Background: an optimization exercise with open tools, aiming at small area and few clock cycles. Do not read the settings as production practice.
Function was checked by simulation only, so behaviour that the tests miss may differ from the original.
Power is estimated from default activity; no workload was simulated.

==> flow/design.v <==
package ips_pkg;
  localparam int CFG_W       = 24;
  localparam int NUM_CFG     = 8;
  localparam int CFG_IDX_W   = 3;
  localparam int IN_TDATA_W  = 40;
  localparam int IN_TUSER_W  = 2;
  localparam int OUT_TDATA_W = 8;
  typedef logic [CFG_W-1:0]     cfg_word_t;
  typedef logic [CFG_IDX_W-1:0] cfg_idx_t;
  localparam cfg_idx_t CFG_IGNITION_STABLE = 3'd0;
  localparam cfg_idx_t CFG_CRANK_GRACE     = 3'd1;
  localparam cfg_idx_t CFG_BUS_IDLE_SLEEP  = 3'd2;
  localparam cfg_idx_t CFG_SCREEN_ON_DELAY = 3'd3;
  localparam cfg_idx_t CFG_IGNITION_LOSS   = 3'd4;
  localparam cfg_idx_t CFG_SHUTDOWN_PULSE  = 3'd5;
  localparam cfg_idx_t CFG_SHUTDOWN_GAP    = 3'd6;
  localparam cfg_idx_t CFG_POWERDOWN_WAIT  = 3'd7;
  localparam logic [NUM_CFG*CFG_W-1:0] CFG_RESET = {
    24'd20000, 24'd500, 24'd500, 24'd2000,
    24'd2000, 24'd30000, 24'd3000, 24'd500
  };
  typedef enum logic [2:0] {
    MODE_WAIT    = 3'd0,
    MODE_RUN     = 3'd1,
    MODE_PULSE1  = 3'd2,
    MODE_GAP1    = 3'd3,
    MODE_PULSE2  = 3'd4,
    MODE_GAP2    = 3'd5,
    MODE_PDOWN   = 3'd6,
    MODE_SLEEP   = 3'd7
  } ips_mode_t;
  typedef enum logic [1:0] {
    OP_TICK     = 2'd0,
    OP_IGNITION = 2'd1,
    OP_BUS      = 2'd2,
    OP_RESET    = 2'd3
  } ips_op_t;
  typedef struct packed {
    ips_op_t     opcode;
    logic        ignition_on;
    logic        keep_dcdc_on;
    logic [31:0] now_ms;
  } ips_item_t;
  typedef struct packed {
    logic      dcdc_relay;
    logic      shutdown_relay;
    logic      screen_visible;
    ips_mode_t mode;
  } ips_result_t;
endpackage
import ips_pkg::*;
module ips_fsm #(
  parameter int IGNITION_GAP_RESET_MS = 1000,
  parameter int TIME_BITS             = 32
) (
  input  logic               clk,
  input  logic               rst,
  input  logic               step,
  input  ips_pkg::ips_item_t item,
  input  logic [ips_pkg::NUM_CFG-1:0][ips_pkg::CFG_W-1:0] ncfg,   
  output ips_pkg::ips_result_t result
);
  localparam int LO_W = (TIME_BITS < CFG_W) ? TIME_BITS : CFG_W;
  localparam logic [CFG_W-1:0] GAP_LIM = IGNITION_GAP_RESET_MS + 1;
  ips_pkg::ips_mode_t mode, mode_next;
  logic [TIME_BITS-1:0] nts_a, nts_b, nts_l;
  logic b_zero, b_zero_next;
  logic l_zero;
  logic a_wr, b_wr, b_clr, l_wr;
  logic on_pend, on_pend_next;
  logic off_pend, off_pend_next;
  logic dcdc, dcdc_next;
  logic scr_pend, scr_pend_next;
  function automatic logic elapsed(logic [TIME_BITS-1:0] now_v,
                                   logic [TIME_BITS-1:0] nt,
                                   logic [CFG_W-1:0] nd);
    logic c;
    logic cc;
    logic x;
    logic eq_hi;
    logic wrap_hi;
    c  = 1'b1;
    cc = 1'b1;
    for (int i = 0; i < LO_W; i++) begin
      x  = now_v[i] ^ nt[i] ^ c;
      c  = (now_v[i] & nt[i]) | (now_v[i] & c) | (nt[i] & c);
      cc = (x & nd[i]) | (x & cc) | (nd[i] & cc);
    end
    for (int i = LO_W; i < CFG_W; i++) cc = cc & nd[i];
    eq_hi   = 1'b1;
    wrap_hi = 1'b1;
    for (int i = LO_W; i < TIME_BITS; i++) begin
      eq_hi = eq_hi & (now_v[i] ^ nt[i]);
      if (i == LO_W) wrap_hi = wrap_hi & !(now_v[i] ^ nt[i]);
      else           wrap_hi = wrap_hi & !(now_v[i] ^ nt[i] ^ (now_v[i-1] | nt[i-1]));
    end
    elapsed = cc | !(c ? eq_hi : wrap_hi);
  endfunction
  logic [TIME_BITS-1:0] now_t, nnow;
  logic                 now_zero;
  logic                 sel_l;
  logic [TIME_BITS-1:0] nop2;
  logic [CFG_W-1:0]     nlim_a, nlim_2;
  logic                 el_a, el_g, el_2;
  logic                 op2_unset;
  assign now_t = item.now_ms;
  assign nnow  = ~item.now_ms;
  assign now_zero = (now_t == '0);
  assign sel_l     = (mode == MODE_WAIT) && !on_pend;
  assign nop2      = sel_l ? nts_l : nts_b;
  assign op2_unset = sel_l ? l_zero : b_zero;
  always_comb begin
    case (mode)
      MODE_WAIT:                nlim_a = ncfg[CFG_IGNITION_STABLE];
      MODE_PULSE1, MODE_PULSE2: nlim_a = ncfg[CFG_SHUTDOWN_PULSE];
      MODE_GAP1, MODE_GAP2:     nlim_a = ncfg[CFG_SHUTDOWN_GAP];
      default:                  nlim_a = ncfg[CFG_SCREEN_ON_DELAY];
    endcase
  end
  always_comb begin
    case (mode)
      MODE_WAIT: nlim_2 = sel_l ? ncfg[CFG_BUS_IDLE_SLEEP] : ~GAP_LIM;
      MODE_RUN:  nlim_2 = ncfg[CFG_IGNITION_LOSS];
      default:   nlim_2 = ncfg[CFG_POWERDOWN_WAIT];
    endcase
  end
  assign el_a = elapsed(now_t, nts_a, nlim_a);
  assign el_g = elapsed(now_t, nts_a, ncfg[CFG_CRANK_GRACE]);
  assign el_2 = elapsed(now_t, nop2, nlim_2);
  always_comb begin
    logic grace;
    logic gap;
    logic loss;
    mode_next     = mode;
    a_wr          = 1'b0;
    b_wr          = 1'b0;
    l_wr          = 1'b0;
    b_clr         = 1'b0;
    on_pend_next  = on_pend;
    off_pend_next = off_pend;
    dcdc_next     = dcdc;
    scr_pend_next = scr_pend;
    grace = !el_g;
    gap   = !op2_unset && el_2;
    loss  = op2_unset ? (&ncfg[CFG_IGNITION_LOSS]) : el_2;
    case (item.opcode)
      OP_TICK: begin
        case (mode)
          MODE_WAIT: begin
            if (!on_pend) begin
              if (!off_pend && !op2_unset && el_2) begin
                mode_next  = MODE_SLEEP;
                dcdc_next  = 1'b1;
                l_wr       = 1'b1;
              end
            end else if (gap) begin
              on_pend_next  = 1'b0;
            end else if (el_a) begin
              mode_next     = MODE_RUN;
              dcdc_next     = 1'b1;
              a_wr          = 1'b1;
              b_clr         = 1'b1;
              scr_pend_next = 1'b1;
              on_pend_next  = 1'b0;
              off_pend_next = 1'b0;
            end
          end
          MODE_RUN: begin
            if (scr_pend && el_a) begin
              scr_pend_next = 1'b0;
              if (off_pend && op2_unset && !grace) b_wr = 1'b1;
            end else if (!scr_pend && off_pend && !grace) begin
              if (op2_unset) b_wr = 1'b1;
              if (loss) begin
                mode_next  = MODE_PULSE1;
                a_wr       = 1'b1;
                b_wr       = 1'b1;
              end
            end
          end
          MODE_PULSE1: if (el_a) begin mode_next = MODE_GAP1;   a_wr = 1'b1; end
          MODE_GAP1:   if (el_a) begin mode_next = MODE_PULSE2; a_wr = 1'b1; end
          MODE_PULSE2: if (el_a) begin mode_next = MODE_GAP2;   a_wr = 1'b1; end
          MODE_GAP2:   if (el_a) begin mode_next = MODE_PDOWN;                end
          MODE_PDOWN: begin
            if (el_2) begin
              mode_next     = MODE_WAIT;
              dcdc_next     = 1'b0;
              on_pend_next  = 1'b0;
              off_pend_next = 1'b0;
              l_wr          = 1'b1;
            end
          end
          default: begin
          end
        endcase
      end
      OP_IGNITION: begin
        if (item.ignition_on) begin
          off_pend_next = 1'b0;
          case (mode)
            MODE_WAIT: begin
              if (!on_pend || op2_unset || el_2) begin
                on_pend_next = 1'b1;
                a_wr         = 1'b1;
              end
              b_wr = 1'b1;
            end
            MODE_RUN: begin
              b_clr = 1'b1;
            end
            default: begin
              mode_next    = MODE_WAIT;
              dcdc_next    = 1'b1;
              on_pend_next = 1'b1;
              a_wr         = 1'b1;
              b_wr         = 1'b1;
            end
          endcase
        end else begin
          on_pend_next  = 1'b0;
          off_pend_next = 1'b1;
          if (mode == MODE_RUN && !scr_pend && op2_unset) b_wr = 1'b1;
        end
      end
      OP_BUS: begin
        l_wr = 1'b1;
      end
      default: begin
        mode_next     = MODE_WAIT;
        dcdc_next     = item.keep_dcdc_on || (mode != MODE_PDOWN);
        scr_pend_next = 1'b0;
        on_pend_next  = 1'b0;
        off_pend_next = 1'b0;
        l_wr          = 1'b1;
      end
    endcase
  end
  assign b_zero_next = b_wr ? now_zero : (b_clr || b_zero);
  always_ff @(posedge clk) begin
    if (step && a_wr) nts_a <= nnow;
    if (step && b_wr) nts_b <= nnow;
    if (step && l_wr) nts_l <= nnow;
  end
  always_ff @(posedge clk) begin
    if (rst) begin
      mode     <= MODE_WAIT;
      b_zero   <= 1'b1;
      l_zero   <= 1'b1;
      on_pend  <= 1'b0;
      off_pend <= 1'b0;
      dcdc     <= 1'b0;
      scr_pend <= 1'b0;
    end else if (step) begin
      mode     <= mode_next;
      b_zero   <= b_zero_next;
      if (l_wr) l_zero <= now_zero;
      on_pend  <= on_pend_next;
      off_pend <= off_pend_next;
      dcdc     <= dcdc_next;
      scr_pend <= scr_pend_next;
    end
  end
  assign result.dcdc_relay     = dcdc;
  assign result.shutdown_relay = (mode == MODE_PULSE1) || (mode == MODE_PULSE2);
  assign result.screen_visible = (mode == MODE_RUN) && !scr_pend;
  assign result.mode           = mode;
endmodule
import ips_pkg::*;
module ignition_power_supervisor #(
  parameter int IGNITION_GAP_RESET_MS = 1000,
  parameter int TIME_BITS             = 32
) (
  input  logic                             clk,
  input  logic                             rst,
  input  logic                             s_tvalid,
  output logic                             s_tready,
  input  logic [ips_pkg::IN_TDATA_W-1:0]   s_tdata,    
  input  logic [ips_pkg::IN_TUSER_W-1:0]   s_tuser,    
  output logic                             m_tvalid,
  input  logic                             m_tready,
  output logic [ips_pkg::OUT_TDATA_W-1:0]  m_tdata,    
  input  logic                             cfg_valid,
  output logic                             cfg_ready,
  input  ips_pkg::cfg_idx_t                cfg_index,
  input  ips_pkg::cfg_word_t               cfg_data
);
  logic [ips_pkg::NUM_CFG-1:0][ips_pkg::CFG_W-1:0] ncfg;
  ips_pkg::ips_item_t   in_item;
  ips_pkg::ips_result_t res;
  logic        out_valid;
  logic        accept;
  assign cfg_ready = 1'b1;
  logic [ips_pkg::CFG_W-1:0] cfg_d0, cfg_d1;
  assign cfg_d0 = ~cfg_data & {ips_pkg::CFG_W{!rst}};
  assign cfg_d1 = ~cfg_data | {ips_pkg::CFG_W{rst}};
  for (genvar i = 0; i < NUM_CFG; i++) begin : g_cfg
    logic                      cfg_we;
    logic [ips_pkg::CFG_W-1:0] cfg_rv;
    assign cfg_we = rst || (cfg_valid && cfg_index == i);
    assign cfg_rv = CFG_RESET[i*CFG_W +: CFG_W];
    always_ff @(posedge clk) begin
      if (cfg_we) begin
        for (int b = 0; b < CFG_W; b++) begin
          ncfg[i][b] <= cfg_rv[b] ? cfg_d0[b] : cfg_d1[b];
        end
      end
    end
  end
  assign s_tready = !out_valid || m_tready;
  assign accept   = s_tvalid && s_tready;
  assign in_item.opcode       = ips_pkg::ips_op_t'(s_tuser);
  assign in_item.ignition_on  = s_tdata[0];
  assign in_item.keep_dcdc_on = s_tdata[1];
  assign in_item.now_ms       = s_tdata[33:2];
  ips_fsm #(
    .IGNITION_GAP_RESET_MS (IGNITION_GAP_RESET_MS),
    .TIME_BITS             (TIME_BITS)
  ) u_fsm (
    .clk    (clk),
    .rst    (rst),
    .step   (accept),
    .item   (in_item),
    .ncfg   (ncfg),
    .result (res)
  );
  always_ff @(posedge clk) begin
    if (rst) begin
      out_valid <= 1'b0;
    end else if (accept) begin
      out_valid <= 1'b1;
    end else if (m_tready) begin
      out_valid <= 1'b0;
    end
  end
  assign m_tvalid = out_valid;
  assign m_tdata  = {2'b00, res.mode, res.screen_visible,
                     res.shutdown_relay, res.dcdc_relay};
endmodule
==> flow/constraint.sdc <==
create_clock -name core_clock -period 15.0 [get_ports {clk}]
set_input_delay 3.0000 -clock core_clock [delete_from_list [all_inputs] [get_ports {clk}]]
set_output_delay 3.0000 -clock core_clock [all_outputs]
set_load 0.01 [all_outputs]
==> flow/standard.sh <==
#!/bin/bash
# synth_recipe.tcl (not shown) runs the flow's synth.tcl, then flattens the netlist and writes it again
# the make line also repeats each setting of config.mk as NAME=value (left out here)
make -C /OpenROAD-flow-scripts/flow DESIGN_CONFIG=/design/flow/config.mk WORK_HOME=/design/flow/orfs CLKGATE_MAP_FILE= SYNTH_SCRIPT=/design/flow/synth_recipe.tcl "${@:-finish}"
==> flow/flow/run.sh <==
#!/bin/bash
# Standard layout with two changes: the port buffers use the smallest
# buffer cell (repair_design still upsizes any that need it), and clock tree
# synthesis clusters the flip-flops into larger groups under clkbuf_8
# without dummy balancing loads. Each tool's output is logged under orfs/logs;
# the make run's output goes to flow_make.log here.
set -euo pipefail
export BUFFER_PORTS_ARGS="-buffer_cell sky130_fd_sc_hd__buf_1"
export CTS_ARGS="-sink_clustering_enable -repair_clock_nets -dont_use_dummy_load -sink_clustering_size 30 -sink_clustering_max_diameter 80 -buf_list sky130_fd_sc_hd__clkbuf_16"
bash standard.sh > flow_make.log 2>&1
==> flow/config.mk <==
export PLATFORM = sky130hd
export DESIGN_NAME = ignition_power_supervisor
export DESIGN_NICKNAME = ignition_power_supervisor
export VERILOG_FILES = /design/flow/design.v
export SDC_FILE = /design/flow/constraint.sdc
export NUM_CORES = 4
export LEC_CHECK = 0
export ABC_AREA = 1
export CAP_MARGIN = 20
export CORE_MARGIN = 2
export CORE_UTILIZATION = 65
export SLEW_MARGIN = 20
==> results of run 1 <==
## cell type report
class                           instances  area [um2]  area share [%]
Inverter                              167       629.4           4.057
Timing Repair Buffer                  102       594.3           3.831
Multi-Input combinational cell        754        4740           30.55
Clock buffer                           14       350.3           2.258
Sequential cell                       298        8848           57.04
Tap cell                              280       350.3           2.258
## cells in the mapped netlist, types with 2 or more instances
library cell	count
a2111oi_0	2
a21oi_1	26
a21oi_2	2
a221oi_1	10
a31oi_1	2
buf_1	4
buf_4	4
buf_6	3
clkbuf_1	21
conb_1	2
dfxtp_1	10
edfxtp_1	288
fa_1	46
ha_1	19
inv_1	158
inv_2	8
mux2i_1	32
nand2_1	310
nand2_2	9
nand2_4	5
nand3_1	37
nand3b_1	2
nand4_1	24
nor2_1	58
nor2_2	2
nor3_1	3
nor4_1	13
o2111ai_1	2
o211ai_1	21
o21ai_0	61
o21ai_1	10
o21ai_2	2
o21bai_1	2
o22ai_1	8
or2_1	2
or2_2	21
xnor2_1	6
xor2_1	2
## per-layer routing
metal / part of all wire (%) / vias to the layer above / GRT usage, %
li1: - / 4435 / -
met1: 40 / 4485 / 38.30
met2: 50 / 328 / 47.83
met3: 6.4 / 60 / 3.328
met4: 3.4 / 2 / 10.41
met5: 0.037 / - / 0
## logic make-up (layout without fill, tap and decap cells)
group / count (synthesis) / after routing
fa+ha+maj: 65 / 65
flops: 298 / 298
buf+inv: 200 / 283
xor+xnor: 8 / 8
mux: 32 / 32
compound gates: 158 / 158
other cells: 2 / 3
simple gates: 488 / 488
## timing repair
| item | CTS | global route |
|---|---|---|
| hold endpoints to repair | 0 | 0 |
| gates resized for setup | 0 | 6 |
| setup endpoints to repair | 0 | 63 |
| buffers inserted | 0 | 1 |
## metrics by stage
| stage | power (mW) | setup TNS [ns] |
|---|---|---|
| after global routing | 1.981 | -1.181 |
| final | 1.889 | 0 |
| after global placement | 1.483 | -2.325 |
| after floorplan | 1.349 | 0 |
| after detailed placement | 1.496 | -8.793 |
| after CTS | 1.892 | 0 |
## worst reg2reg max path, delay by kind of cell, from the launching register on
| family | cells | cell delay (ns) |
|---|---|---|
| AOI/OAI and AO/OA | 4 | 0.68 |
| adders and majority gates | 22 | 8.82 |
| buffers and inverters | 5 | 1.31 |
| DFF | 1 | 0.39 |
| muxes | 1 | 0.22 |
| and+or+nand+nor | 8 | 1.37 |
## cells in the final DEF, fill, tap and decap left out, drive strengths merged, types with 2 or more instances in the layout
master     n
buf      100
edfxtp   288
nand2    324
ha        19
o22ai      8
a21oi     28
o2111ai    2
nand3     37
o211ai    21
o21ai     73
xor2       2
conb       3
a221oi    11
inv      167
or2       24
nor4      13
xnor2      6
clkbuf    16
a31oi      2
nor3       3
a2111oi    2
nand4     24
fa        46
nand3b     2
o21bai     2
mux2i     32
nor2      61
dfxtp     10
## worst paths after layout
kind | slack (ns) | to | startpoint
hold reg to reg | 0.48 | u_fsm.l_zero | u_fsm.l_zero
setup reg to reg | 1.94 | u_fsm.nts_a[14] | u_fsm.mode[2]
hold / removal | 0.48 | u_fsm.l_zero | u_fsm.l_zero
setup / recovery | 0.44 | u_fsm.nts_a[14] | s_tdata[2]
## state kept, by name (all words and copies together) (netlist names)
| register | flops |
|---|---|
| ncfg | 192 |
| u_fsm.nts_a | 32 |
| u_fsm.nts_b | 32 |
| u_fsm.nts_l | 32 |
| u_fsm.mode | 3 |
| out_valid | 1 |
| u_fsm.b_zero | 1 |
| u_fsm.dcdc | 1 |
| u_fsm.l_zero | 1 |
| u_fsm.off_pend | 1 |
| u_fsm.on_pend | 1 |
| u_fsm.scr_pend | 1 |
## power by group
group	switching, mW	internal (mW)	total, mW
clock network	0.240	0.169	0.409
logic	0.309	0.170	0.479
registers	0.0192	0.981	1.00
total	0.568	1.32	1.89
==> results_dict.tcl, run 1 <==
set metrics [dict create \
    wl_per_cell_um 20.12 \
    hold_ws_ns 0.4840 \
    netlist.area_leader.share_pct 60.56 \
    worstPathRequired_ns 15.25 \
    cts_tree "built" \
    synth_ff_type "edfxtp_1" \
    placed_cell_area_mm2 0.01507 \
    status "finished clean" \
    rows 54 \
    grt-ovfl-total 0 \
    worst_path_most_repeated_cell "fa_1" \
    p_leak_nw 6.204 \
    slew_headroom_pct 33.82 \
    synth_cells 1251 \
    worstSetupPathDepth 36 \
    first_pass_iters 5 \
    area_growth_pct 8.621 \
    worst_skew_pair.late_latency_ns 0.51 \
    ys_types 52 \
    clock_skew_ns 0.03835 \
    cts.sinks 298 \
    grt_first_pass_wirelength_mm 49.94 \
    core_mm2 0.02169 \
    critPathBufInv 5 \
    ys_async_sr_fraction_pct 0 \
    max_freq_mhz 68.68 \
    initial_core_util_pct 65.85 \
    path_class "in2reg" \
    design_area_mm2 0.01551 \
    antenna_found_initial 1 \
    max_cap_viol_count 0 \
    yosys.area.top_type "edfxtp_1" \
    timing.final.ws_setup_ns 0.4404 \
    synth_top_family_by_area "simple AND/OR/NAND/NOR gates" \
    synth_compound_area_share_pct 6.790 \
    power_density_mw_per_mm2 121.8 \
    cp_slowest_cell "fa_1" \
    holdBufCountCts 0 \
    synth.avg_cell_area_um2 11.42 \
    place_congestion 0.9353 \
    synth.area.top_cells "edfxtp_1 (61%), nand2_1 (8.1%), fa_1 (6.4%)" \
    final_util_pct 71.52 \
    cts_buffers 14 \
    synth_simple_gate_area_share_pct 14.81 \
    ys_seq_area_share_pct 61.96 \
    reg2reg_depth 40 \
    maxSlewViolCount 0 \
    nFillCells 1597 \
    drt_iter0_markers 849 \
    dp_cells 1598 \
    tightest_slew_ns 0.9890 \
    io_pins 85 \
    drive_gt1_share_pct 8.315 \
    dieArea_mm2 0.02317 \
    fin_cells 1615 \
    wl_mm 32.50 \
    h-tree-depth 1 \
    nNetsFinal 1476 \
    hold_viol 0 \
    cp_top_family "adder cells" \
    synth-xor-area-share_pct 0.4906 \
    hold_depth 2 \
    drc_errors 0 \
    synth_mux_area_share_pct 2.243 \
    cp_max_fo 4 \
    crit_path_end_kind "flip-flop" \
    clock_path_buffers 3 \
    grt_max_degree 39 \
    synth-seq-cells 298 \
    grt_pass1_vias 9208 \
    ant_nets 0 \
    vias 9310 \
    post-dp-hpwl_mm 23.01 \
    grtUsageTotal_pct 28.23 \
    netlist_area_mm2 0.01428 \
    ir_drop_v 0.0001105 \
    period_minus_slack_ns 14.56 \
    max_stage_delay_ns 0.45 \
    avgViaCountPerCell 5.765 \
    synth-warning-count 2 \
    antenna_cells 0 \
    die_w_um 152.2 \
    dpl_worst_slack_ns -0.2129 \
    finalSetupViolations 0 \
    critPathLaunchType "primary input" \
    clk_pin_slew_ns 0.08 \
    portBuffers 75 \
    synth_edf_count 288 \
    synthAdderAreaFrac_pct 8.113 \
    die_h_um 152.2 \
    worstPathArrival_ns 14.81 \
    hold_class "reg2reg" \
    post-route-period-util_pct 97.06 \
    cts_root_buf "clkbuf_16" \
]
Testbench counts, summed over its fixed seeds: cycles 36,016.
==> run 2: changes to the inputs <==
--- a/flow/flow/run.sh
+++ b/flow/flow/run.sh
@@ -7,4 +7,4 @@
 set -euo pipefail
 export BUFFER_PORTS_ARGS="-buffer_cell sky130_fd_sc_hd__buf_1"
-export CTS_ARGS="-sink_clustering_enable -repair_clock_nets -dont_use_dummy_load -sink_clustering_size 30 -sink_clustering_max_diameter 80 -buf_list sky130_fd_sc_hd__clkbuf_16"
+export CTS_ARGS="-sink_clustering_enable -repair_clock_nets -dont_use_dummy_load -sink_clustering_size 10 -sink_clustering_max_diameter 50 -buf_list sky130_fd_sc_hd__clkbuf_4"
 bash standard.sh > flow_make.log 2>&1
==> run 2 against run 1 <==
- worst setup slack gained 0.042 ns
- synthesized cell count is the same
- critical path depth grew 1
- critical endpoint is now u_fsm.nts_a[16]
- largest cell class unchanged
- largest power group unchanged
==> results_dict.tcl, run 2 <==
set metrics [dict create \
    grt_max_degree 39 \
    cts_buffers 37 \
    h-tree-depth 2 \
    max_cap_viol_count 0 \
    portBuffers 75 \
    synthAdderAreaFrac_pct 8.113 \
    area_growth_pct 7.990 \
    slew_headroom_pct 34.43 \
    synth.area.top_cells "edfxtp_1 (61%), nand2_1 (8.1%), fa_1 (6.4%)" \
    worstPathArrival_ns 14.82 \
    synth-warning-count 2 \
    cp_max_fo 9 \
    cts.sinks 298 \
    synth_cells 1251 \
    p_total_mw 1.841 \
    synth.avg_cell_area_um2 11.42 \
    drive_gt1_share_pct 9.720 \
    synth_mux_area_share_pct 2.243 \
    worst_path_most_repeated_cell "fa_1" \
    place_congestion 0.9353 \
    wl_mm 32.78 \
    max_stage_delay_ns 0.45 \
    clk_pin_slew_ns 0.07 \
    netlist_area_mm2 0.01428 \
    ant_nets 0 \
    grt_pass1_vias 9381 \
    post-route-period-util_pct 96.78 \
    path_class "in2reg" \
    yosys.area.top_type "edfxtp_1" \
    max_freq_mhz 68.88 \
    p_leak_nw 6.199 \
    vias 9507 \
    critPathLaunchType "primary input" \
    final_cell_mix "nand2_1 (310), edfxtp_1 (288), inv_1 (158)" \
    nFillCells 1620 \
    ir_drop_v 0.00009782 \
    worst_skew_pair.late_latency_ns 0.65 \
    worstPathRequired_ns 15.31 \
    core_mm2 0.02169 \
    cp_slowest_cell "fa_1" \
    regMostFlops "ncfg" \
    finalSetupViolations 0 \
    synth_ff_type "edfxtp_1" \
    grtUsageTotal_pct 28.82 \
    status "finished clean" \
    rows 54 \
    ys_async_sr_fraction_pct 0 \
    synth_simple_gate_area_share_pct 14.81 \
    antenna_found_initial 2 \
    wl_per_cell_um 20.00 \
    largest_reg_flops 192 \
    synth-seq-cells 298 \
    clock_path_buffers 3 \
    tightest_slew_ns 0.9799 \
    io_pins 85 \
    drt_iter0_markers 776 \
    cts_root_buf "clkbuf_4" \
    synth_compound_area_share_pct 6.790 \
    dieArea_mm2 0.02317 \
    cts_tree "built" \
    clock_skew_ns 0.06919 \
    post-dp-hpwl_mm 23.01 \
    netlist.area_leader.share_pct 60.56 \
    drc_errors 0 \
    synth-xor-area-share_pct 0.4906 \
    first_pass_iters 5 \
    crit_path_end_kind "flip-flop" \
    grt-ovfl-total 0 \
    die_w_um 152.2 \
    maxSlewViolCount 0 \
    nNetsFinal 1499 \
    initial_core_util_pct 65.85 \
    hold_viol 0 \
    grt_first_pass_wirelength_mm 50.65 \
    power_density_mw_per_mm2 119.4 \
    ys_types 52 \
    final_util_pct 71.11 \
    synth.most_common_cell "nand2_1" \
    die_h_um 152.2 \
    synth_top_cells_by_count "nand2_1 (310), edfxtp_1 (288), inv_1 (158)" \
    ys_seq_area_share_pct 61.96 \
    avgViaCountPerCell 5.800 \
    synth_edf_count 288 \
    synth_top_family_by_area "simple AND/OR/NAND/NOR gates" \
    hold_class "reg2reg" \
    period_minus_slack_ns 14.52 \
    layout_commonest_cell "nand2_1" \
]
## run 2: per-layer routing
layer	part of all wire [%]	global-route usage, %
met5	0.021	0
met1	40	38.75
met3	7.0	4.266
met2	49	47.90
met4	4.0	11.97
## run 2: logic make-up after synthesis
| kind of cell | count (synthesis) |
|---|---|
| mux | 32 |
| fa+ha+maj | 65 |
| xor+xnor | 8 |
| buf+inv | 200 |
| flops | 298 |
| compound gates | 158 |
| other cells | 2 |
| simple gates | 488 |
## run 2: layout make-up
cell class | instances | area, um2 | share of cell area [%]
well taps | 280 | 350.3 | 2.272
diodes | 1 | 2.502 | 0.01623
repair buffers | 102 | 580.6 | 3.764
clock buffers | 37 | 277.8 | 1.801
multi-input cells | 754 | 4733 | 30.69
inverters | 167 | 629.4 | 4.081
flip-flops and latches | 298 | 8848 | 57.37
## run 2: report_power, final
part	switching [mW]	total [mW]	leakage, nW	internal, mW
clock	0.248	0.362	0.170	0.114
sequential	0.0192	1.00	2.86	0.981
combinational	0.309	0.479	3.17	0.170
total	0.576	1.84	6.20	1.27
## run 2: per-stage QoR
step                      cells  setup WS [ns]  instance area (um2)  hold slack [ns]  setup TNS [ns]
final                      1639         0.4827                15420           0.4808               0
after CTS                  1635         0.3740                15350           0.4819               0
after global routing       1639      -0.002574                15420           0.5181       -0.006095
after floorplan            1252        0.01866                14300           0.4465               0
after detailed placement   1598        -0.2129                15070           0.4700          -8.793
after global placement     1598       -0.08027                15070           0.4648          -2.325
## run 2: repair_timing
action,CTS,global route
hold endpoints to repair,0,0
setup endpoints to repair,0,31
hold buffers,0,0
buffers inserted,0,1
gates resized for setup,0,4
## run 2: path summary, 6_finish.rpt
| check | from | endpoint | slack (ns) | cells past startpoint |
|---|---|---|---|---|
| worst max-delay path | s_tdata[2] | u_fsm.nts_a[16] | 0.48 | 37 |
| worst min-delay path | u_fsm.l_zero | u_fsm.l_zero | 0.48 | 2 |
| worst max register to register | u_fsm.mode[2] | u_fsm.nts_a[16] | 1.91 | 40 |
| worst min register to register | u_fsm.l_zero | u_fsm.l_zero | 0.48 | 2 |
## run 2: worst max-delay path, delay by kind of cell
family | cells | cell delay [ns]
compound gates | 5 | 0.73
fa+ha+maj | 24 | 10.05
buf+inv | 5 | 0.59
simple gates | 3 | 0.43
==> run 3: changes to the inputs <==
--- a/flow/config.mk
+++ b/flow/config.mk
@@ -9,4 +9,4 @@
 export CAP_MARGIN = 20
 export CORE_MARGIN = 2
-export CORE_UTILIZATION = 65
+export CORE_UTILIZATION = 78
 export SLEW_MARGIN = 20
==> run 3 against run 2 <==
- sequential share of layout area up 0.54 points
- total power up 1.0%
- combinational power up 4%
- via count up 5.3%
- worst setup slack worse by 0.041 ns
- non-clock buffer count down 5
- sequential power about the same
- die area down 16%
- first-iteration DRC count up 23%
- critical path type unchanged
- critical endpoint is now u_fsm.nts_a[15]
- largest cell class unchanged
==> results_dict.tcl, run 3 <==
set metrics [dict create \
    ys_async_sr_fraction_pct 0 \
    die_w_um 139.3 \
    maxSlewViolCount 0 \
    clock_skew_ns 0.05485 \
    grtUsageTotal_pct 37.21 \
    period_minus_slack_ns 14.56 \
    post-dp-hpwl_mm 24.29 \
    worstPathRequired_ns 15.31 \
    wl_met1_mm 12.41 \
    initial_core_util_pct 79.50 \
    layout_commonest_cell "nand2_1" \
    nNetsFinal 1493 \
    cp_slowest_cell "fa_1" \
    hold_class "reg2reg" \
    p_leak_nw 6.154 \
    h-tree-depth 2 \
    path_class "in2reg" \
    cts_buffers 36 \
    clk_pin_slew_ns 0.09 \
    area_growth_pct 6.983 \
    grt_max_degree 37 \
    ant_nets 0 \
    first_pass_iters 5 \
    regMostFlops "ncfg" \
    avgViaCountPerCell 6.328 \
    grt-ovfl-total 0 \
    rsz0062_at_grt "no" \
    portBuffers 75 \
    hold_viol 0 \
    clock_path_buffers 3 \
    grt_first_pass_wirelength_mm 54.62 \
    critPathLaunchType "primary input" \
    power_density_mw_per_mm2 121.7 \
    cts_root_buf "clkbuf_4" \
    max_freq_mhz 68.69 \
    synth_cells 1251 \
    drc_errors 0 \
    wl_met2_mm 17.44 \
    worstPathArrival_ns 14.87 \
    critPathBufInv 4 \
    drt_iter0_markers 954 \
    synth-warning-count 2 \
    antenna_found_initial 1 \
    holdBufCountCts 0 \
    netlist.area_leader.share_pct 60.56 \
    worst_path_most_repeated_cell "fa_1" \
    place_congestion 0.9320 \
    synth.area.top_cells "edfxtp_1 (61%), nand2_1 (8.1%), fa_1 (6.4%)" \
    core_mm2 0.01796 \
    ir_drop_v 0.00009491 \
    cts_tree "built" \
    worst_skew_pair.late_latency_ns 0.64 \
    dpl_worst_slack_ns -0.2585 \
    fin_cells 1582 \
    max_stage_delay_ns 0.45 \
    synth_ff_type "edfxtp_1" \
    finalSetupViolations 0 \
    die_h_um 139.3 \
    netlist_area_mm2 0.01428 \
    max_cap_viol_count 0 \
    tightest_slew_ns 1.127 \
    ys_types 52 \
    crit_path_end_kind "flip-flop" \
    ys_seq_area_share_pct 61.96 \
    cp_max_fo 10 \
    synth_edf_count 288 \
    dieArea_mm2 0.01941 \
    wl_mm 35.29 \
    synth.avg_cell_area_um2 11.42 \
    design_area_mm2 0.01528 \
    synth-seq-cells 298 \
    placed_cell_area_mm2 0.01497 \
    cp_top_family "adder cells" \
    wl_per_cell_um 22.31 \
    synth.most_common_cell "nand2_1" \
    io_pins 85 \
    largest_reg_flops 192 \
    dp_cells 1544 \
    final_cell_mix "nand2_1 (310), edfxtp_1 (288), inv_1 (158)" \
    yosys.area.top_type "edfxtp_1" \
    grt_pass1_vias 10430 \
    vias 10011 \
    drive_gt1_share_pct 9.320 \
    post-cts-setup-buffers 0 \
    synth_top_cells_by_count "nand2_1 (310), edfxtp_1 (288), inv_1 (158)" \
    status "finished clean" \
    slew_headroom_pct 24.56 \
    route.met3.wl_mm 3.505 \
    rows 49 \
    post-route-period-util_pct 97.05 \
    timing.final.ws_setup_ns 0.4421 \
    ctsResizeCount 0 \
    tns_ns 0 \
    cts.sinks 298 \
    dr.max_layer_used "met4" \
]
run 3: cell type report:
class / count / area (um2)
well taps: 229 / 286.5
fillers: 951 / 2685
inverters: 167 / 629.4
clock buffers: 36 / 270.3
diodes: 1 / 2.502
flip-flops and latches: 298 / 8848
repair buffers: 97 / 501.7
multi-input cells: 754 / 4740
run 3: metal layers:
| metal | vias up | track usage, % |
|---|---|---|
| met5 | - | 0 |
| met4 | 0 | 18.98 |
| met3 | 128 | 6.332 |
| met2 | 657 | 61.82 |
| met1 | 4738 | 48.13 |
| li1 | 4488 | - |
run 3: cell families after synthesis:
kind of cell / share of synthesized area (%)
flops: 61.96
fa+ha+maj: 8.113
compound gates: 6.790
xor+xnor: 0.4906
buf+inv: 5.546
simple gates: 14.81
other cells: 0.05259
mux: 2.243
run 3: final timing paths:
path,cells after the start,endpoint,slack [ns],from
min reg2reg,2,u_fsm.l_zero,0.49,u_fsm.l_zero
max,36,u_fsm.nts_a[15],0.44,s_tdata[2]
min,2,u_fsm.l_zero,0.49,u_fsm.l_zero
max reg2reg,40,u_fsm.nts_a[15],1.83,u_fsm.mode[2]
run 3: through the flow:
stage          total power [mW]  utilization, %  hold slack [ns]
2_1_floorplan             1.349               -           0.4465
6_report                  1.860           85.05           0.4909
4_1_cts                   1.849           84.82           0.4865
3_5_place_dp              1.504           83.32           0.4731
3_3_place_gp              1.471           83.32           0.4649
5_1_grt                   1.940           85.05           0.5365
run 3: power by group:
part | internal [mW] | switching, mW | leakage, nW
clock network | 0.111 | 0.247 | 0.166
logic | 0.168 | 0.330 | 3.13
registers | 0.981 | 0.0220 | 2.86
total | 1.26 | 0.599 | 6.15
run 3: worst reg2reg max path, delay by kind of cell (launching register included):
kind	cells	cell delay (ns)
muxes	1	0.14
adders and majority gates	24	9.42
DFF	1	0.39
buffers and inverters	3	0.62
and+or+nand+nor	8	1.56
AOI/OAI and AO/OA	4	0.72
==> run 4: changes to the inputs <==
--- a/flow/config.mk
+++ b/flow/config.mk
@@ -9,4 +9,4 @@
 export CAP_MARGIN = 20
 export CORE_MARGIN = 2
-export CORE_UTILIZATION = 78
+export CORE_UTILIZATION = 50
 export SLEW_MARGIN = 20
==> run 4 against run 3 <==
- still clean on timing, DRC and antenna
- first-iteration DRC count decreased by 36%
- synthesized cell count unchanged
- core utilization decreased by 30 points
- count of clock-buffer cells in the layout increased by 3
- clock skew increased by 0.025 ns
- global-route usage decreased by 15 points
- sequential power about the same
- clock power increased by 4%
- wire length decreased by 6.8%
- register-to-register slack improved by 0.15 ns
- non-clock buffer count increased by 2
- total power decreased by 0.90%
- critical endpoint is now u_fsm.nts_b[30]
- largest cell class unchanged
- highest routed layer unchanged
==> results_dict.tcl, run 4 <==
set metrics [dict create \
    vias 9172 \
    cts_tree "built" \
    worst-r2r-setup-slack_ns 1.98 \
    worstPathRequired_ns 15.29 \
    grt_max_degree 39 \
    critPathLaunchType "primary input" \
    dieArea_mm2 0.02993 \
    maxSlewViolCount 0 \
    wl_per_cell_um 18.94 \
    holdPathEnd "u_fsm.l_zero" \
    hold_viol 0 \
    final_util_pct 55.39 \
    nNetsFinal 1498 \
    largest_reg_flops 192 \
    drt_iter0_markers 613 \
    ant_nets 0 \
    core_mm2 0.02793 \
    cts.sinks 298 \
    netlist.area_leader.share_pct 60.56 \
    area_growth_pct 8.340 \
    hold_start "u_fsm.l_zero" \
    antenna_found_initial 1 \
    regMostFlops "ncfg" \
    synth_cells 1251 \
    synth-seq-cells 298 \
    synth.most_common_cell "nand2_1" \
    path_class "in2reg" \
    die_w_um 173.0 \
    r2r_start "u_fsm.mode[2]" \
    cts_buffers 39 \
    p_sw_uw 574.6 \
    avgViaCountPerCell 5.283 \
    wl_mm 32.88 \
    status "finished clean" \
    post-dp-hpwl_mm 22.83 \
    seqPwrFrac_pct 54.2 \
    nFillCells 2490 \
    p_leak_nw 6.174 \
    slew_headroom_pct 30.74 \
    period_minus_slack_ns 14.45 \
    die_h_um 173.0 \
    synth.area.top_cells "edfxtp_1 (61%), nand2_1 (8.1%), fa_1 (6.4%)" \
    clk_pin_slew_ns 0.04 \
    synth-warning-count 2 \
    synth_edf_count 288 \
    rows 61 \
    worstPathArrival_ns 14.74 \
    seq_area_mm2 0.008848 \
    crit_path_end_kind "flip-flop" \
    hold_class "reg2reg" \
    initial_core_util_pct 51.12 \
    ys_types 52 \
    finalSetupViolations 0 \
    r2r_end "u_fsm.nts_l[16]" \
    clock_skew_ns 0.07997 \
    place_congestion 0.9021 \
    synth.avg_cell_area_um2 11.42 \
    final_cell_mix "nand2_1 (310), edfxtp_1 (288), inv_1 (158)" \
    max_cap_viol_count 0 \
    cp_max_fo 16 \
    grt_pass1_vias 8824 \
    drive_gt1_share_pct 9.506 \
    grt_first_pass_wirelength_mm 50.33 \
    layout_commonest_cell "nand2_1" \
    synth_top_cells_by_count "nand2_1 (310), edfxtp_1 (288), inv_1 (158)" \
    tightest_slew_ns 1.036 \
    rsz0062_at_grt "no" \
    cts_root_buf "clkbuf_4" \
    max_stage_delay_ns 0.52 \
    worst_skew_pair.late_latency_ns 0.66 \
    power_density_mw_per_mm2 119.1 \
    yosys.area.top_type "edfxtp_1" \
    synth_ff_type "edfxtp_1" \
    ir_drop_v 0.00007674 \
    swShare_pct 31.18 \
    post-cts-setup-buffers 0 \
    reg2reg_depth 38 \
    max_freq_mhz 69.19 \
    placed_cell_area_mm2 0.01517 \
    io_pins 85 \
    ys_async_sr_fraction_pct 0 \
    holdBufCountCts 0 \
    cp_slowest_cell "fa_2" \
    ys_seq_area_share_pct 61.96 \
    grtUsageTotal_pct 22.18 \
    netlist_area_mm2 0.01428 \
    grt-ovfl-total 0 \
    drc_errors 0 \
    pwr-share-clk_pct 20.2 \
    worst_path_most_repeated_cell "fa_1" \
    design_area_mm2 0.01547 \
    portBuffers 75 \
    combPwrFrac_pct 25.6 \
    h-tree-depth 2 \
    first_pass_iters 7 \
    p_int_mw 1.268 \
    clock_path_buffers 3 \
    post-route-period-util_pct 96.36 \
    hold_depth 2 \
    multi_input_area_mm2 0.004723 \
]
## run 4: area by class of cell
class                           instances  area share [%]
Sequential cell                       298           57.19
Timing Repair Buffer                   99           3.251
Clock buffer                           39           1.892
Multi-Input combinational cell        754           30.53
Tap cell                              378           3.057
Inverter                              167           4.068
Antenna cell                            1         0.01617
## run 4: power by group through the flow
stage	sequential [mW]	combinational, mW	clock (mW)
finish	0.999	0.472	0.371
global route	1.01	0.535	0.412
CTS	0.999	0.480	0.382
detailed placement	1.02	0.479	0
global placement	1.02	0.472	0
floorplan	1.02	0.333	0
## run 4: worst max path at each step
stage | depth (start not counted) | startpoint | end | slack (ns)
2_1_floorplan | 30 | s_tdata[2] | u_fsm.nts_b[0] | 0.02
3_3_place_gp | 35 | s_tdata[2] | u_fsm.nts_a[22] | -0.15
3_5_place_dp | 35 | s_tdata[2] | u_fsm.nts_a[21] | -0.31
4_1_cts | 35 | s_tdata[2] | u_fsm.nts_a[14] | 0.31
5_1_grt | 36 | s_tdata[2] | u_fsm.nts_a[14] | 0.02
6_report | 37 | s_tdata[2] | u_fsm.nts_b[30] | 0.55
## run 4: metrics by stage
step | setup TNS (ns) | std cells | setup slack, ns | hold slack, ns | power (mW)
final | 0 | 1736 | 0.5464 | 0.4794 | 1.843
after global routing | 0 | 1736 | 0.02399 | 0.5539 | 1.953
after CTS | 0 | 1735 | 0.3099 | 0.4783 | 1.862
after detailed placement | -16.30 | 1696 | -0.3055 | 0.4690 | 1.497
after global placement | -6.898 | 1696 | -0.1507 | 0.4697 | 1.489
after floorplan | 0 | 1252 | 0.01866 | 0.4465 | 1.349
## run 4: what timing repair did
item,in CTS,in global routing
gates resized for setup,0,3
endpoints found under the setup margin,0,33
hold endpoints to repair,0,0
## run 4: cells by family after synthesis
logic type / share of synthesized area [%]
AOI/OAI and AO/OA: 6.790
xor gates and xnor gates: 0.4906
adders and majority gates: 8.113
buffers and inverters: 5.546
DFF: 61.96
muxes: 2.243
other: 0.05259
and+or+nand+nor: 14.81
## run 4: worst max-delay path: cells and delay by family
| family | cells | cell delay (ns) |
|---|---|---|
| compound gates | 2 | 0.38 |
| buf+inv | 5 | 0.57 |
| fa+ha+maj | 24 | 10.23 |
| simple gates | 6 | 0.54 |
## run 4: layer usage
layer	vias up	wire length [um]	part of all wire [%]	GRT usage [%]
met5	-	0	0	0
li1	4484	-	-	-
met1	4388	14360	44	30.34
met3	55	1626	4.9	2.704
met4	0	881	2.7	6.568
met2	245	16020	49	37.48
==> run 5: changes to the inputs <==
--- a/flow/flow/run.sh
+++ b/flow/flow/run.sh
@@ -7,4 +7,4 @@
 set -euo pipefail
 export BUFFER_PORTS_ARGS="-buffer_cell sky130_fd_sc_hd__buf_1"
-export CTS_ARGS="-sink_clustering_enable -repair_clock_nets -dont_use_dummy_load -sink_clustering_size 10 -sink_clustering_max_diameter 50 -buf_list sky130_fd_sc_hd__clkbuf_4"
+export CTS_ARGS="-sink_clustering_enable -repair_clock_nets -dont_use_dummy_load -sink_clustering_size 16 -sink_clustering_max_diameter 60 -buf_list sky130_fd_sc_hd__clkbuf_8"
 bash standard.sh > flow_make.log 2>&1
--- a/flow/config.mk
+++ b/flow/config.mk
@@ -9,4 +9,4 @@
 export CAP_MARGIN = 20
 export CORE_MARGIN = 2
-export CORE_UTILIZATION = 50
+export CORE_UTILIZATION = 65
 export SLEW_MARGIN = 20
==> run 5 against run 4 <==
- core utilization up 16 points
- sequential power about the same
- count of clock-buffer cells in the layout down 12
- clock skew down 0.040 ns
- worst hold slack better by 0.0016 ns
- clock power up 11%
- wire length down 0.24%
- first-iteration DRC count up 25%
- synthesized cell count unchanged
- largest cell class unchanged
==> results_dict.tcl, run 5 <==
set metrics [dict create \
    status "finished clean" \
    period_minus_slack_ns 14.55 \
    finalSetupViolations 0 \
    hold_class "reg2reg" \
    area_growth_pct 8.534 \
    rows 54 \
    die_h_um 152.2 \
    grt_max_degree 39 \
    synth_ff_type "edfxtp_1" \
    ir_drop_v 0.00008123 \
    place_congestion 0.9353 \
    placed_cell_area_mm2 0.01507 \
    power_density_mw_per_mm2 122.1 \
    layout_commonest_cell "nand2_1" \
    synth.avg_cell_area_um2 11.42 \
    crit_path_end_kind "flip-flop" \
    portBuffers 75 \
    core_mm2 0.02169 \
    cp_max_fo 5 \
    synth-seq-cells 298 \
    antenna_cells 0 \
    post-route-period-util_pct 96.99 \
    p_leak_nw 6.213 \
    clk_pin_slew_ns 0.07 \
    grt-ovfl-total 0 \
    first_pass_iters 6 \
    hold_viol 0 \
    dp_cells 1598 \
    grt_first_pass_wirelength_mm 50.49 \
    h-tree-depth 1 \
    tightest_slew_ns 0.9744 \
    route.met3.wl_mm 1.886 \
    wl_mm 32.80 \
    yosys.area.top_type "edfxtp_1" \
    post-cts-setup-buffers 0 \
    post-dp-hpwl_mm 23.01 \
    wl_met2_mm 16.02 \
    grtUsageTotal_pct 28.61 \
    cts_root_buf "clkbuf_8" \
    fin_cells 1627 \
    clock_path_buffers 3 \
    ys_seq_area_share_pct 61.96 \
    drc_errors 0 \
    initial_core_util_pct 65.85 \
    slew_headroom_pct 34.80 \
    maxSlewViolCount 0 \
    cts_tree "built" \
    cp_slowest_cell "fa_1" \
    max_cap_viol_count 0 \
    synth_cells 1251 \
    clock_skew_ns 0.04016 \
    worstPathArrival_ns 14.84 \
    ant_nets 0 \
    die_w_um 152.2 \
    wl_met1_mm 13.65 \
    largest_reg_flops 192 \
    wl_per_cell_um 20.16 \
    vias 9351 \
    grt_pass1_vias 9281 \
    regMostFlops "ncfg" \
    ys_types 52 \
    avgViaCountPerCell 5.747 \
    max_stage_delay_ns 0.45 \
    drive_gt1_share_pct 9.131 \
    worstPathRequired_ns 15.29 \
    cts.sinks 298 \
    max_freq_mhz 68.73 \
    io_pins 85 \
    worst_path_most_repeated_cell "fa_1" \
    synth.most_common_cell "nand2_1" \
    synth_top_cells_by_count "nand2_1 (310), edfxtp_1 (288), inv_1 (158)" \
    antenna_found_initial 1 \
    netlist.area_leader.share_pct 60.56 \
    netlist_area_mm2 0.01428 \
    dieArea_mm2 0.02317 \
    worst_skew_pair.late_latency_ns 0.59 \
    cts_buffers 27 \
    final_cell_mix "nand2_1 (310), edfxtp_1 (288), inv_1 (158)" \
    critPathLaunchType "primary input" \
    synth.area.top_cells "edfxtp_1 (61%), nand2_1 (8.1%), fa_1 (6.4%)" \
    ys_async_sr_fraction_pct 0 \
    nNetsFinal 1488 \
    dr.max_layer_used "met5" \
    path_class "in2reg" \
    drt_iter0_markers 768 \
    synth_edf_count 288 \
    design_area_mm2 0.01550 \
    synth-warning-count 2 \
]
==> run 5: cell counts after synthesis <==
Identical to the previous run, type by type.
==> run 5: final cells by class <==
class                   count  area (um2)
well taps                 280       350.3
fillers                  1608        6188
multi-input cells         754        4740
flip-flops and latches    298        8848
inverters                 167       629.4
clock buffers              27       371.6
repair buffers            101       560.5
==> run 5: timing repair <==
item,CTS,global route
endpoints found under the setup margin,0,32
gates resized for setup,0,6
hold buffers,0,0
==> run 5: cells by family (layout without fill, tap and decap cells) <==
kind of cell / after synthesis / count (layout) / share of synthesized area (%)
AND/OR/NAND/NOR: 488 / 488 / 14.81
flip-flops: 298 / 298 / 61.96
buffers and inverters: 200 / 295 / 5.546
AO/OA/AOI/OAI: 158 / 158 / 6.790
adder cells (fa/ha/maj): 65 / 65 / 8.113
multiplexers: 32 / 32 / 2.243
XOR/XNOR: 8 / 8 / 0.4906
other: 2 / 3 / 0.05259
==> run 5: metrics by stage <==
stage / hold WS [ns] / utilization (%) / TNS, ns / power (mW) / worst slack [ns]
floorplan: 0.4465 / - / 0 / 1.349 / 0.01866
global placement: 0.4648 / 69.48 / -2.325 / 1.483 / -0.08027
detailed placement: 0.4700 / 69.48 / -8.793 / 1.496 / -0.2129
CTS: 0.4811 / 71.19 / 0 / 1.895 / 0.3250
global route: 0.5167 / 71.47 / -0.4851 / 1.986 / -0.03710
finish: 0.4809 / 71.47 / 0 / 1.892 / 0.4509
==> run 5: worst paths after layout <==
path                                    start              end  slack [ns]  cells after the start
worst max register to register  u_fsm.mode[2]  u_fsm.nts_a[15]        1.91                     39
worst min register to register   u_fsm.l_zero     u_fsm.l_zero        0.48                      2
worst min-delay path             u_fsm.l_zero     u_fsm.l_zero        0.48                      2
worst max-delay path               s_tdata[2]  u_fsm.nts_a[15]        0.45                     36
==> run 5: critical path, delay by kind of cell <==
| kind | cells | cell delay [ns] |
|---|---|---|
| fa+ha+maj | 24 | 10.01 |
| compound gates | 5 | 0.73 |
| simple gates | 3 | 0.55 |
| buf+inv | 4 | 0.54 |
==> run 5: metal layers <==
layer,up-vias,GRT usage [%]
met5,-,0
met2,326,47.88
li1,4458,-
met1,4491,39.12
met3,74,3.072
met4,2,11.62
==> run 5: power by group <==
group | switching (mW) | internal [mW]
clock | 0.252 | 0.160
combinational | 0.310 | 0.169
sequential | 0.0194 | 0.981
==> run 6: changes to the inputs <==
==> flow/run.sh (new file) <==
#!/bin/bash
# synth_recipe.tcl (not shown) runs the flow's synth.tcl, then flattens the netlist and writes it again
# the make line also repeats each setting of config.mk as NAME=value (left out here)
make -C /OpenROAD-flow-scripts/flow DESIGN_CONFIG=/design/flow/config.mk WORK_HOME=/design/flow/orfs CLKGATE_MAP_FILE= SYNTH_SCRIPT=/design/flow/synth_recipe.tcl finish
--- a/flow/config.mk
+++ b/flow/config.mk
@@ -10,3 +10,6 @@
 export CORE_MARGIN = 2
 export CORE_UTILIZATION = 65
+export CTS_BUF_LIST = sky130_fd_sc_hd__clkbuf_8
+export CTS_CLUSTER_DIAMETER = 60
+export CTS_CLUSTER_SIZE = 16
 export SLEW_MARGIN = 20
removed: flow/flow/run.sh
removed: flow/standard.sh
==> run 6 against run 5 <==
- via count rose by 1.8%
- clock power increased by 12%
- sequential share of layout area down 2.3 points
- critical path depth grew 5
- largest power group unchanged
- worst setup slack improved by 0.12 ns
- critical path type unchanged
- non-clock buffer count increased by 5
- count of clock-buffer cells in the layout fell by 3
- synthesized area did not move
- still clean on timing, DRC and antenna
- register-to-register slack gained 0.31 ns
==> results_dict.tcl, run 6 <==
set metrics [dict create \
    status "finished clean" \
    drc_errors 0 \
    fin_cells 1648 \
    cp_slowest_cell "clkdlybuf4s50_1" \
    synth_top_cells_by_count "nand2_1 (310), edfxtp_1 (288), inv_1 (158)" \
    final_cell_mix "nand2_1 (310), edfxtp_1 (288), inv_1 (171)" \
    cts_root_buf "clkbuf_8" \
    dieArea_mm2 0.02317 \
    synth_edf_count 288 \
    grtUsageTotal_pct 29.27 \
    ys_types 52 \
    drt_iter0_markers 715 \
    wl_mm 33.59 \
    grt_first_pass_wirelength_mm 51.89 \
    synth-warning-count 2 \
    worst_skew_pair.late_latency_ns 0.59 \
    synth_ff_type "edfxtp_1" \
    layout_commonest_cell "nand2_1" \
    power_density_mw_per_mm2 122.0 \
    cp_max_fo 16 \
    place_congestion 0.9137 \
    netlist_area_mm2 0.01428 \
    area_growth_pct 13.05 \
    placed_cell_area_mm2 0.01557 \
    dp_cells 1602 \
    design_area_mm2 0.01615 \
    rsz0062_at_grt "no" \
    h-tree-depth 1 \
    first_pass_iters 5 \
    ant_nets 0 \
    period_minus_slack_ns 14.43 \
    finalSetupViolations 0 \
    hold_class "reg2reg" \
    clock_skew_ns 0.03930 \
    regMostFlops "ncfg" \
    io_pins 85 \
    largest_reg_flops 192 \
    crit_path_end_kind "flip-flop" \
    avgViaCountPerCell 5.777 \
    tightest_slew_ns 1.115 \
    die_h_um 152.2 \
    ys_async_sr_fraction_pct 0 \
    slew_headroom_pct 25.37 \
    drive_gt1_share_pct 10.23 \
    clock_path_buffers 3 \
    rows 54 \
    critPathLaunchType "primary input" \
    hold_viol 0 \
    final_util_pct 74.44 \
    maxSlewViolCount 0 \
    synth_cells 1251 \
    cts_buffers 24 \
    worst_path_most_repeated_cell "fa_1" \
    max_cap_viol_count 0 \
    synth-seq-cells 298 \
    ir_drop_v 0.00009191 \
    cts.sinks 298 \
    grt-ovfl-total 0 \
    nFillCells 1484 \
    synth.most_common_cell "nand2_1" \
    post-dp-hpwl_mm 23.28 \
    nNetsFinal 1490 \
    clk_pin_slew_ns 0.10 \
    max_stage_delay_ns 0.49 \
    synth.area.top_cells "edfxtp_1 (61%), nand2_1 (8.1%), fa_1 (6.4%)" \
    core_mm2 0.02169 \
    grt_pass1_vias 9641 \
    synth.avg_cell_area_um2 11.42 \
    netlist.area_leader.share_pct 60.56 \
    yosys.area.top_type "edfxtp_1" \
    wl_per_cell_um 20.38 \
    initial_core_util_pct 65.85 \
    die_w_um 152.2 \
    worstPathRequired_ns 15.29 \
    path_class "in2reg" \
    antenna_cells 0 \
    portBuffers 75 \
    post-route-period-util_pct 96.22 \
    worstPathArrival_ns 14.72 \
    grt_max_degree 39 \
    antenna_found_initial 0 \
    cts_tree "built" \
    ys_seq_area_share_pct 61.96 \
    p_leak_nw 6.536 \
    vias 9520 \
    max_freq_mhz 69.28 \
]
-- run 6: critical path, delay by kind of cell --
| kind | cells | cell delay [ns] |
|---|---|---|
| fa+ha+maj | 24 | 9.24 |
| buf+inv | 6 | 1.14 |
| compound gates | 5 | 0.73 |
| simple gates | 6 | 0.58 |
-- run 6: cell families (layout without fill, tap and decap cells) --
kind of cell	Yosys count	in the layout	share of synthesized area, %
AO/OA/AOI/OAI	158	158	6.790
XOR/XNOR	8	8	0.4906
adder cells (fa/ha/maj)	65	65	8.113
buffers and inverters	200	316	5.546
flip-flops	298	298	61.96
multiplexers	32	32	2.243
other	2	3	0.05259
AND/OR/NAND/NOR	488	488	14.81
-- run 6: final cells by class --
type	count	area, um2	area share [%]
repair buffers	106	1059	6.556
multi-input cells	754	4777	29.59
well taps	280	350.3	2.170
clock buffers	24	330.3	2.046
flip-flops and latches	298	8848	54.80
clock inverters	19	151.4	0.9377
inverters	167	629.4	3.898
-- run 6: per-layer routing --
layer	up-vias	wire [um]	GRT usage [%]	share of wire, %
li1	4480	-	-	-
met2	368	16640	49.81	50
met5	-	0	0	0
met3	74	2042	2.901	6.1
met4	0	1499	12.28	4.5
met1	4598	13400	39.21	40
-- run 6: path summary, 6_finish.rpt --
| kind | from | end | slack [ns] | depth (start not counted) |
|---|---|---|---|---|
| setup reg to reg | u_fsm.mode[2] | u_fsm.nts_a[8] | 2.22 | 41 |
| hold reg to reg | u_fsm.l_zero | u_fsm.l_zero | 0.52 | 2 |
| hold / removal | u_fsm.l_zero | u_fsm.l_zero | 0.52 | 2 |
| setup / recovery | s_tdata[2] | u_fsm.nts_a[8] | 0.57 | 41 |
-- run 6: metrics by stage --
stage                     setup slack (ns)  hold WS [ns]  TNS (ns)  power, mW
after floorplan                    0.01866        0.4465         0      1.349
after global placement             -0.4210        0.4822    -25.23      1.501
after detailed placement           -0.5898        0.4987    -36.60      1.521
after CTS                          0.03537        0.5148         0      1.971
after global routing              0.002670        0.5315         0      2.060
final                               0.5663        0.5163         0      1.970
-- run 6: power breakdown --
| group | internal, mW | total [mW] | leakage [nW] | switching, mW |
|---|---|---|---|---|
| Clock | 0.191 | 0.462 | 0.293 | 0.271 |
| Combinational | 0.189 | 0.507 | 3.38 | 0.318 |
| Sequential | 0.981 | 1.00 | 2.86 | 0.0200 |
-- run 6: what timing repair did --
item | in CTS | in global routing
setup endpoints to repair | 32 | 69
hold buffers | 0 | 0
cloned | 1 | 0
pin swaps | 2 | 2
setup buffers | 0 | 2
resized for setup | 5 | 10
==> run 7: changes to the inputs <==
==> flow/flow/run.sh (new file) <==
#!/bin/bash
# The standard layout (standard.sh) with three changes:
#  - synthesis maps the logic with flow/abc_area.script (an area-recovering
#    ABC mapping) in place of ORFS's area script; everything else in the
#    synthesis, registers included, is synth_recipe.tcl unchanged;
#  - the port buffers use the smallest buffer cell (repair_design still
#    upsizes any that need it);
#  - clock tree synthesis clusters the flip-flops under clkbuf_8 leaf
#    buffers without dummy balancing loads.
# Each tool logs to orfs/logs as usual; make's output goes to flow_make.log.
set -euo pipefail
HERE=$(pwd)
cat > "$HERE/synth_wrap.tcl" <<EOT
proc abc {args} {
  set i [lsearch \$args -script]
  if { \$i >= 0 } { lset args [expr {\$i + 1}] $HERE/flow/abc_area.script }
  yosys abc {*}\$args
}
source $HERE/synth_recipe.tcl
EOT
sed "s#SYNTH_SCRIPT=[^ ]*#SYNTH_SCRIPT=$HERE/synth_wrap.tcl#" standard.sh > standard_wrap.sh
grep -q "SYNTH_SCRIPT=$HERE/synth_wrap.tcl" standard_wrap.sh
export BUFFER_PORTS_ARGS="-buffer_cell sky130_fd_sc_hd__buf_1"
export CTS_ARGS="-sink_clustering_enable -repair_clock_nets -dont_use_dummy_load -sink_clustering_size 16 -sink_clustering_max_diameter 60 -buf_list sky130_fd_sc_hd__clkbuf_8"
bash standard_wrap.sh > flow_make.log 2>&1
==> flow/flow/abc_area.script (new file) <==
strash
dch
map -a
topo
==> flow/standard.sh (new file) <==
#!/bin/bash
# synth_recipe.tcl (not shown) runs the flow's synth.tcl, then flattens the netlist and writes it again
# the make line also repeats each setting of config.mk as NAME=value (left out here)
make -C /OpenROAD-flow-scripts/flow DESIGN_CONFIG=/design/flow/config.mk WORK_HOME=/design/flow/orfs CLKGATE_MAP_FILE= SYNTH_SCRIPT=/design/flow/synth_recipe.tcl "${@:-finish}"
--- a/flow/config.mk
+++ b/flow/config.mk
@@ -10,6 +10,3 @@
 export CORE_MARGIN = 2
 export CORE_UTILIZATION = 65
-export CTS_BUF_LIST = sky130_fd_sc_hd__clkbuf_8
-export CTS_CLUSTER_DIAMETER = 60
-export CTS_CLUSTER_SIZE = 16
 export SLEW_MARGIN = 20
removed: flow/run.sh
==> run 7 against run 6 <==
- synthesized cell count decreased by 16%
- combinational power is 16% lower
- clock power shrank 18%
- final area decreased by 6.6%
- final cell count fell by 11%
- register-to-register slack got worse by 0.75 ns
- global-route usage down 1.0 points
- sequential cell count is the same
- core utilization is 0.59 points lower
- largest cell class unchanged
==> results_dict.tcl, run 7 <==
set metrics [dict create \
    area_growth_pct 10.59 \
    ant_nets 0 \
    grt_pass1_vias 8342 \
    clock_skew_ns 0.04752 \
    p_int_mw 1.284 \
    drc_errors 0 \
    cts_buffers 23 \
    slew_headroom_pct 50.85 \
    netlist_area_mm2 0.01364 \
    max_freq_mhz 68.72 \
    wl_mm 30.38 \
    startpoint "s_tdata[2]" \
    h-tree-depth 1 \
    place_congestion 0.8960 \
    tightest_slew_ns 0.7371 \
    netlist.area_leader.share_pct 63.40 \
    layout_commonest_cell "edfxtp_1" \
    die_h_um 148.9 \
    p_total_mw 1.806 \
    hold_viol 0 \
    p_sw_uw 521.6 \
    worstPathArrival_ns 15.04 \
    p_leak_nw 5.221 \
    multi_input_area_mm2 0.004218 \
    drive_gt1_share_pct 7.718 \
    grt-ovfl-total 0 \
    max_cap_viol_count 0 \
    period_minus_slack_ns 14.55 \
    placed_cell_area_mm2 0.01467 \
    critPathLaunchType "primary input" \
    drt_iter0_markers 670 \
    status "finished clean" \
    core_mm2 0.02043 \
    synth_edf_count 288 \
    worstPathRequired_ns 15.49 \
    nNetsFinal 1333 \
    ir_drop_v 0.00008692 \
    route.met3.wl_mm 2.518 \
    worst_skew_pair.late_latency_ns 0.57 \
    grtUsageTotal_pct 28.23 \
    die_w_um 148.9 \
    largest_reg_flops 192 \
    synth.most_common_cell "edfxtp_1" \
    antenna_found_initial 0 \
    yosys.area.top_type "edfxtp_1" \
    wl_met1_mm 12.68 \
    seqPwrFrac_pct 55.5 \
    grt_max_degree 31 \
    holdPathEnd "u_fsm.l_zero" \
    r2r_start "u_fsm.mode[0]" \
    synth_top_cells_by_count "edfxtp_1 (288), clkinv_1 (168), nand2_1 (133)" \
    portBuffers 75 \
    maxSlewViolCount 0 \
    rsz0062_at_grt "no" \
    pwr-share-clk_pct 20.9 \
    r2r_end "u_fsm.mode[0]" \
    hold_ws_ns 0.4908 \
    hold_start "u_fsm.l_zero" \
    final_cell_mix "edfxtp_1 (288), clkinv_1 (167), nand2_1 (133)" \
    path_class "in2reg" \
    design_area_mm2 0.01509 \
    cp_slowest_cell "fa_1" \
    synth.avg_cell_area_um2 12.96 \
    cp_max_fo 6 \
    initial_core_util_pct 66.77 \
    regMostFlops "ncfg" \
    vias 8693 \
    crit_path_end_kind "flip-flop" \
    avgViaCountPerCell 5.946 \
    clk_pin_slew_ns 0.10 \
    synth-warning-count 2 \
    grt_first_pass_wirelength_mm 46.34 \
    max_stage_delay_ns 0.45 \
    synth_cells 1053 \
    ys_types 35 \
    cts_root_buf "clkbuf_8" \
    io_pins 85 \
    combPwrFrac_pct 23.6 \
    dp_cells 1435 \
    first_pass_iters 7 \
    nFillCells 1413 \
    seq_area_mm2 0.008848 \
    worst-r2r-setup-slack_ns 1.47 \
    rows 52 \
    reg2reg_depth 45 \
    synth_ff_type "edfxtp_1" \
    finalSetupViolations 0 \
    hold_class "reg2reg" \
    antenna_cells 0 \
    post-route-period-util_pct 97.01 \
    swShare_pct 28.88 \
    synth-seq-cells 298 \
    synth.area.top_cells "edfxtp_1 (63%), fa_1 (6.8%), clkinv_1 (4.6%)" \
    ys_async_sr_fraction_pct 0 \
    clock_path_buffers 3 \
    worst_path_most_repeated_cell "fa_1" \
    wl_met2_mm 14.70 \
    tns_ns 0 \
    cts.sinks 298 \
    power_density_mw_per_mm2 119.7 \
    fin_cells 1462 \
    hold_depth 2 \
    ys_seq_area_share_pct 64.86 \
    wl_per_cell_um 20.78 \
    dr.max_layer_used "met4" \
    dieArea_mm2 0.02216 \
    post-dp-hpwl_mm 20.30 \
    cts_tree "built" \
]
run 7: cell count changes after synthesis, sizes merged, moves of 17 or more:
cell and delta:
maj3 +30, o21ai -33, clkbuf -21, or2 -23
a221oi +17, nand2 -191, nor2 +20, clkinv +168
inv -167, a22oi +31
run 7: cells by family after synthesis:
group,count (synthesis),synth area share [%]
fa+ha+maj,95,10.69
other cells,2,0.05505
flops,298,64.86
simple gates,284,8.676
compound gates,163,8.071
buf+inv,172,4.843
mux,32,2.348
xor+xnor,7,0.4494
run 7: worst max path at each step:
stage | end | cells after the start
final | u_fsm.mode[0] | 44
after global routing | u_fsm.mode[0] | 44
after CTS | u_fsm.mode[2] | 38
after detailed placement | u_fsm.mode[2] | 38
after global placement | u_fsm.nts_b[16] | 38
after floorplan | u_fsm.nts_a[0] | 36
run 7: metal layers:
metal,vias up,GRT usage (%)
met3,37,3.547
met4,0,6.333
li1,4056,-
met2,375,46.76
met1,4225,41.12
met5,-,0
run 7: power groups by stage:
stage	Sequential, mW	Combinational (mW)	Clock (mW)
2_1_floorplan	1.02	0.284	0
5_1_grt	1.01	0.472	0.411
3_3_place_gp	1.02	0.413	0
4_1_cts	1.00	0.423	0.381
3_5_place_dp	1.02	0.421	0
6_report	1.00	0.426	0.377
run 7: critical path, delay by kind of cell:
kind | cells | cell delay (ns)
and+or+nand+nor | 7 | 1.02
AOI/OAI and AO/OA | 4 | 0.58
buffers and inverters | 9 | 0.99
adders and majority gates | 24 | 9.44
run 7: repair_timing:
action / in CTS / in global routing
hold buffers: 0 / 0
gates resized for setup: 0 / 9
buffers inserted: 0 / 2
setup endpoints to repair: 0 / 71
run 7: metrics by stage:
stage | setup slack (ns) | util (%)
6_report | 0.4489 | 73.85
5_1_grt | 0.006706 | 73.85
4_1_cts | 0.01811 | 73.36
3_5_place_dp | -0.5446 | 71.82
3_3_place_gp | -0.4150 | 71.82
2_1_floorplan | 0.1209 | -
run 7: cell type report:
type                       instances  share of cell area, %
multi-input combinational        584                  27.96
timing repair buffer             119                  4.876
sequential                       298                  58.65
tap                              270                  2.239
clock buffer                      23                  2.098
inverter                         168                  4.180

## what the ideal ports hide
The flow's constraints put no driver on any port. The routed layouts listed below were extracted and timed again, unchanged, in two steps. Step 1: set_driving_cell puts a clkbuf_16 on clk and a buf_2 on each other input, an assumption about the parent block. Step 2 adds t to the input delays and takes it off the output delays; t is the mean of the earliest and latest rising clock arrival at the registers after step 1. Input paths then give back, and output paths get back, about the clock's delay inside the block. Three values: ideal ports, drivers, drivers and shift; two values: the first two.
run	shift t [ns]	setup slack, ns	clock arrival spread, ns
run 1	0.538	0.440 / 0.467 / -0.072	0.038 / 0.039
run 2	0.661	0.483 / 0.500 / -0.161	0.069 / 0.069
run 3	0.656	0.442 / 0.449 / -0.207	0.055 / 0.054
run 4	0.665	0.546 / 0.566 / -0.099	0.080 / 0.080
run 5	0.613	0.451 / 0.472 / -0.141	0.040 / 0.040
run 6	0.621	0.566 / 0.586 / -0.034	0.039 / 0.039
run 7	0.589	0.449 / 0.464 / -0.125	0.048 / 0.048
Met with ideal ports but missed after step 2: setup timing in every run listed. The setup slack of run 3, which loses most, moves by +0.007 ns with the drivers and by -0.649 ns with both steps.
